Context: an optimization exercise on an open-source flow, tuned for small area. The choices shown serve that exercise and are no tape-out recipe. The RTL was checked by simulation tests, not by an equivalence proof against the original design. No activity file was given, so power comes from the tool's default toggle rates.

## read_guard
module read_guard (
  input  logic                   clk_i,
  input  logic                   rst_ni,
  input  logic                   ar_valid_i,
  input  logic                   ar_ready_i,
  input  read_guard_pkg::id_t    ar_id_i,
  input  read_guard_pkg::addr_t  ar_addr_i,
  input  read_guard_pkg::len_t   ar_len_i,
  input  logic                   r_valid_i,
  input  logic                   r_ready_i,
  input  read_guard_pkg::id_t    r_id_i,
  input  logic                   r_last_i,
  input  read_guard_pkg::cnt_t   budget_ar_i,
  input  read_guard_pkg::cnt_t   budget_first_i,
  input  read_guard_pkg::cnt_t   budget_stall_i,
  input  read_guard_pkg::cnt_t   budget_beat_i,
  input  logic                   reset_clear_i,
  output logic                   full_o,
  output logic                   reset_req_o,
  output logic                   irq_o,
  output read_guard_pkg::fault_e fault_cause_o,
  output read_guard_pkg::id_t    fault_id_o,
  output read_guard_pkg::addr_t  fault_addr_o,
  output read_guard_pkg::cnt_t   lat_first_o,
  output read_guard_pkg::cnt_t   lat_burst_o
);
For scale: roughly 2300 cells after synthesis, about 440 flip-flops, ~190 I/O pins.
==> flow/config.mk <==
export PLATFORM = sky130hd
export DESIGN_NAME = read_guard
export DESIGN_NICKNAME = read_guard
export VERILOG_FILES = /design/flow/design.v
export SDC_FILE = /design/flow/constraint.sdc
export NUM_CORES = 4
export LEC_CHECK = 0
export CAP_MARGIN = 5
export CORE_MARGIN = 2
export CORE_UTILIZATION = 65
export GPL_TIMING_DRIVEN = 0
export SLEW_MARGIN = 5
==> flow/constraint.sdc <==
create_clock -name core_clock -period 10.0 [get_ports {clk_i}]
set_input_delay 2.0000 -clock core_clock [delete_from_list [all_inputs] [get_ports {clk_i}]]
set_output_delay 2.0000 -clock core_clock [all_outputs]
set_load 0.01 [all_outputs]
standard.sh (not shown) runs the stock make flow with config.mk's settings and CLKGATE_MAP_FILE= SYNTH_SCRIPT=/design/flow/synth_recipe.tcl, a recipe that flattens the netlist after the stock synthesis.
==> flow/flow/run.sh <==
#!/bin/bash
# Standard ORFS layout with three changes: port buffers use the smallest
# buffer cell, and clock tree synthesis uses larger sink clusters and no
# dummy loads. Each step's full output goes to its own log here.
set -euo pipefail
export BUFFER_PORTS_ARGS="-buffer_cell sky130_fd_sc_hd__buf_1"
export CTS_ARGS="-sink_clustering_enable -repair_clock_nets -dont_use_dummy_load -sink_clustering_size 32 -sink_clustering_max_diameter 60 -buf_list {sky130_fd_sc_hd__clkbuf_8 sky130_fd_sc_hd__clkbuf_16}"
for step in synth floorplan place cts route finish; do
  bash standard.sh $step > $step.log 2>&1
done
The starting point finished clean.
Edit:
--- a/flow/flow/run.sh
+++ b/flow/flow/run.sh
@@ -7 +7 @@
-export CTS_ARGS="-sink_clustering_enable -repair_clock_nets -dont_use_dummy_load -sink_clustering_size 32 -sink_clustering_max_diameter 60 -buf_list {sky130_fd_sc_hd__clkbuf_8 sky130_fd_sc_hd__clkbuf_16}"
+export CTS_ARGS="-sink_clustering_enable -repair_clock_nets -dont_use_dummy_load -sink_clustering_size 25 -sink_clustering_max_diameter 80 -buf_list {sky130_fd_sc_hd__clkbuf_8 sky130_fd_sc_hd__clkbuf_16}"
GPL_TIMING_DRIVEN = not set   (was 0)
=> Final cell count decreases by 2.3%. Fmax increases by 1.0%. Power decreases by 3.0%. Worst setup slack gets better by 0.098 ns. Die area is unchanged. Synthesized cell count does not change. Critical path depth decreases by 2. Hold slack is about the same. Via count decreases by 3.4%.

* * *

## v4
Starting RTL as in the previous note.
==> flow/design.v (excerpt) <==
module read_guard (
  input  logic                   clk_i,
  input  logic                   rst_ni,
  input  logic                   ar_valid_i,
  input  logic                   ar_ready_i,
  input  read_guard_pkg::id_t    ar_id_i,
  input  read_guard_pkg::addr_t  ar_addr_i,
  input  read_guard_pkg::len_t   ar_len_i,
  input  logic                   r_valid_i,
  input  logic                   r_ready_i,
  input  read_guard_pkg::id_t    r_id_i,
  input  logic                   r_last_i,
  input  read_guard_pkg::cnt_t   budget_ar_i,
  input  read_guard_pkg::cnt_t   budget_first_i,
  input  read_guard_pkg::cnt_t   budget_stall_i,
  input  read_guard_pkg::cnt_t   budget_beat_i,
  input  logic                   reset_clear_i,
  output logic                   full_o,
  output logic                   reset_req_o,
  output logic                   irq_o,
  output read_guard_pkg::fault_e fault_cause_o,
  output read_guard_pkg::id_t    fault_id_o,
  output read_guard_pkg::addr_t  fault_addr_o,
  output read_guard_pkg::cnt_t   lat_first_o,
  output read_guard_pkg::cnt_t   lat_burst_o
);
==> flow/config.mk <==
export PLATFORM = sky130hd
export DESIGN_NAME = read_guard
export DESIGN_NICKNAME = read_guard
export VERILOG_FILES = /design/flow/design.v
export SDC_FILE = /design/flow/constraint.sdc
export NUM_CORES = 4
export LEC_CHECK = 0
export CAP_MARGIN = 5
export CORE_MARGIN = 2
export CORE_UTILIZATION = 75
export SLEW_MARGIN = 5
==> flow/constraint.sdc <==
create_clock -name core_clock -period 10.0 [get_ports {clk_i}]
set_input_delay 2.0000 -clock core_clock [delete_from_list [all_inputs] [get_ports {clk_i}]]
set_output_delay 2.0000 -clock core_clock [all_outputs]
set_load 0.01 [all_outputs]
==> flow/flow/run.sh <==
#!/bin/bash
# Standard ORFS layout with three changes: port buffers use the smallest
# buffer cell, and clock tree synthesis uses larger sink clusters and no
# dummy loads. Each step's full output goes to its own log here.
set -euo pipefail
export BUFFER_PORTS_ARGS="-buffer_cell sky130_fd_sc_hd__buf_1"
export CTS_ARGS="-sink_clustering_enable -repair_clock_nets -dont_use_dummy_load -sink_clustering_size 25 -sink_clustering_max_diameter 80 -buf_list {sky130_fd_sc_hd__clkbuf_8 sky130_fd_sc_hd__clkbuf_16}"
for step in synth floorplan place cts route finish; do
  bash standard.sh $step > $step.log 2>&1
done
Relative to v4, the following input files were edited for v18:
==> flow/flow/run.sh <==
#!/bin/bash
# Standard ORFS layout with these changes: ABC maps the logic with an
# area-oriented script, port buffers use the smallest buffer cell, and clock
# tree synthesis uses larger sink clusters and no dummy loads. Each step's
# full output goes to its own log here.
set -euo pipefail
here=$(pwd)
export MY_ABC_SCRIPT=$here/flow/area.abc
export FLOW_SYNTH_TCL=$here/synth_recipe.tcl
export BUFFER_PORTS_ARGS="-buffer_cell sky130_fd_sc_hd__buf_1"
export CTS_ARGS="-sink_clustering_enable -repair_clock_nets -dont_use_dummy_load -sink_clustering_size 25 -sink_clustering_max_diameter 80 -buf_list {sky130_fd_sc_hd__clkbuf_8 sky130_fd_sc_hd__clkbuf_16}"
sed -e "s#SYNTH_SCRIPT=[^ ]*#SYNTH_SCRIPT=$here/flow/my_synth.tcl#" standard.sh > my_standard.sh
grep -q "SYNTH_SCRIPT=$here/flow/my_synth.tcl" my_standard.sh
for step in synth floorplan place cts route finish; do
  bash my_standard.sh $step > $step.log 2>&1
done
==> flow/flow/area.abc (new file) <==
strash
dch -f
amap
&get -n
&st
&dch -f
&nf -R 1000 -a
&put
mfs2
strash
dch -f
amap
&get -n
&st
&dch -f
&nf -R 1000 -a
&put
==> flow/flow/my_synth.tcl (new file) <==
# The standard flow's synthesis script, with ABC run on an area-oriented script
# (flow/area.abc) in place of ORFS's speed script. Everything else,
# including the synth -nofsm -noshare wrapper, flattening and renaming,
# comes unchanged from synth_recipe.tcl.
proc abc {args} {
  set i [lsearch -exact $args -script]
  if {$i >= 0} { lset args [expr {$i + 1}] $::env(MY_ABC_SCRIPT) }
  yosys abc {*}$args
}
source $::env(FLOW_SYNTH_TCL)
v18 finished all stages; the layout is clean. Status: multiplexer fraction of the synthesized cell area parity (v18, v4). For v18, the capture point of the critical path was lat_q[15], unlike v4, where it was lat_q[14]. Diff v4 -> v18: clock buffer count in the final layout dropped 2; die width shows a reduction of 3.0%. v18 ended up with compound AO/OA/AOI/OAI gates as its largest family of logic cells by synthesized area; v4 ended up with simple AND/OR/NAND/NOR gates.
Here is what was changed in the inputs of v36 compared with v18.
==> flow/flow/run.sh <==
#!/bin/bash
# Standard ORFS layout with three changes: port buffers use the smallest
# buffer cell, and clock tree synthesis uses larger sink clusters and no
# dummy loads. Each step's full output goes to its own log here.
set -euo pipefail
export BUFFER_PORTS_ARGS="-buffer_cell sky130_fd_sc_hd__buf_2"
export CTS_ARGS="-sink_clustering_enable -repair_clock_nets -dont_use_dummy_load -sink_clustering_size 25 -sink_clustering_max_diameter 80 -buf_list {sky130_fd_sc_hd__clkbuf_8 sky130_fd_sc_hd__clkbuf_16}"
for step in synth floorplan place cts route finish; do
  bash standard.sh $step > $step.log 2>&1
done
removed: flow/flow/area.abc
removed: flow/flow/my_synth.tcl
## What came out
- When the final numbers for v18 and v36 were put side by side, the number of global-route vias before repair turned out to be smaller in v18.
- On clock buffer instance count of the final layout: v36 sits above v18.
- The final reports for v36 and v18 show post-synthesis share of cell area spent on full adders, half adders and majority gates lower in the former.
- v18 was smaller in final cell area than v36.
- Sort v18 and v36 by routing usage on met1 desc -> top: v18
- When v36 is set beside v18, its critical path's largest stage delay turns out to be 0.19 ns larger.
- Cmp v18 and v36 / sequential share of layout area / lower: v36
- Across both runs, routed metal-1 wirelength was higher for v36 than for v18.
- Compared with v18, v36 has extra setup slack.

-- re-timing with driven ports --
In the flow no input, the clock included, has a driving cell. The finished layouts below were timed again as built, in two steps. Step 1 (the two cells are an assumption about what drives the block):
set clk [get_ports {clk_i}]
set_driving_cell -lib_cell sky130_fd_sc_hd__clkbuf_16 $clk
set_driving_cell -lib_cell sky130_fd_sc_hd__buf_2 [delete_from_list [all_inputs] $clk]
Step 2 also shifts input and output timing later by t, the mid clock arrival at the registers, as if the neighbouring blocks saw the same clock. a / b / c = ideal / step 1 / step 2; a / b = the first two.
run	t (ns)	setup WS [ns]	worst slew at a driven data input, ns
the first run of note 1	0.645	0.358 / 0.381 / -0.264	0.09
the second run of note 1	0.594	0.457 / 0.451 / -0.143	0.09
v4	0.592	0.530 / 0.511 / -0.080	0.07
v18	0.586	0.387 / 0.400 / -0.186	0.08
v36	0.589	0.715 / 0.728 / 0.139	0.07
Met with ideal ports but missed after step 2: setup timing in the first run of note 1, the second run of note 1, v4 and v18. For the first run of note 1, which loses most, drivers alone change the setup slack by +0.023 ns; drivers and shift together by -0.622 ns.
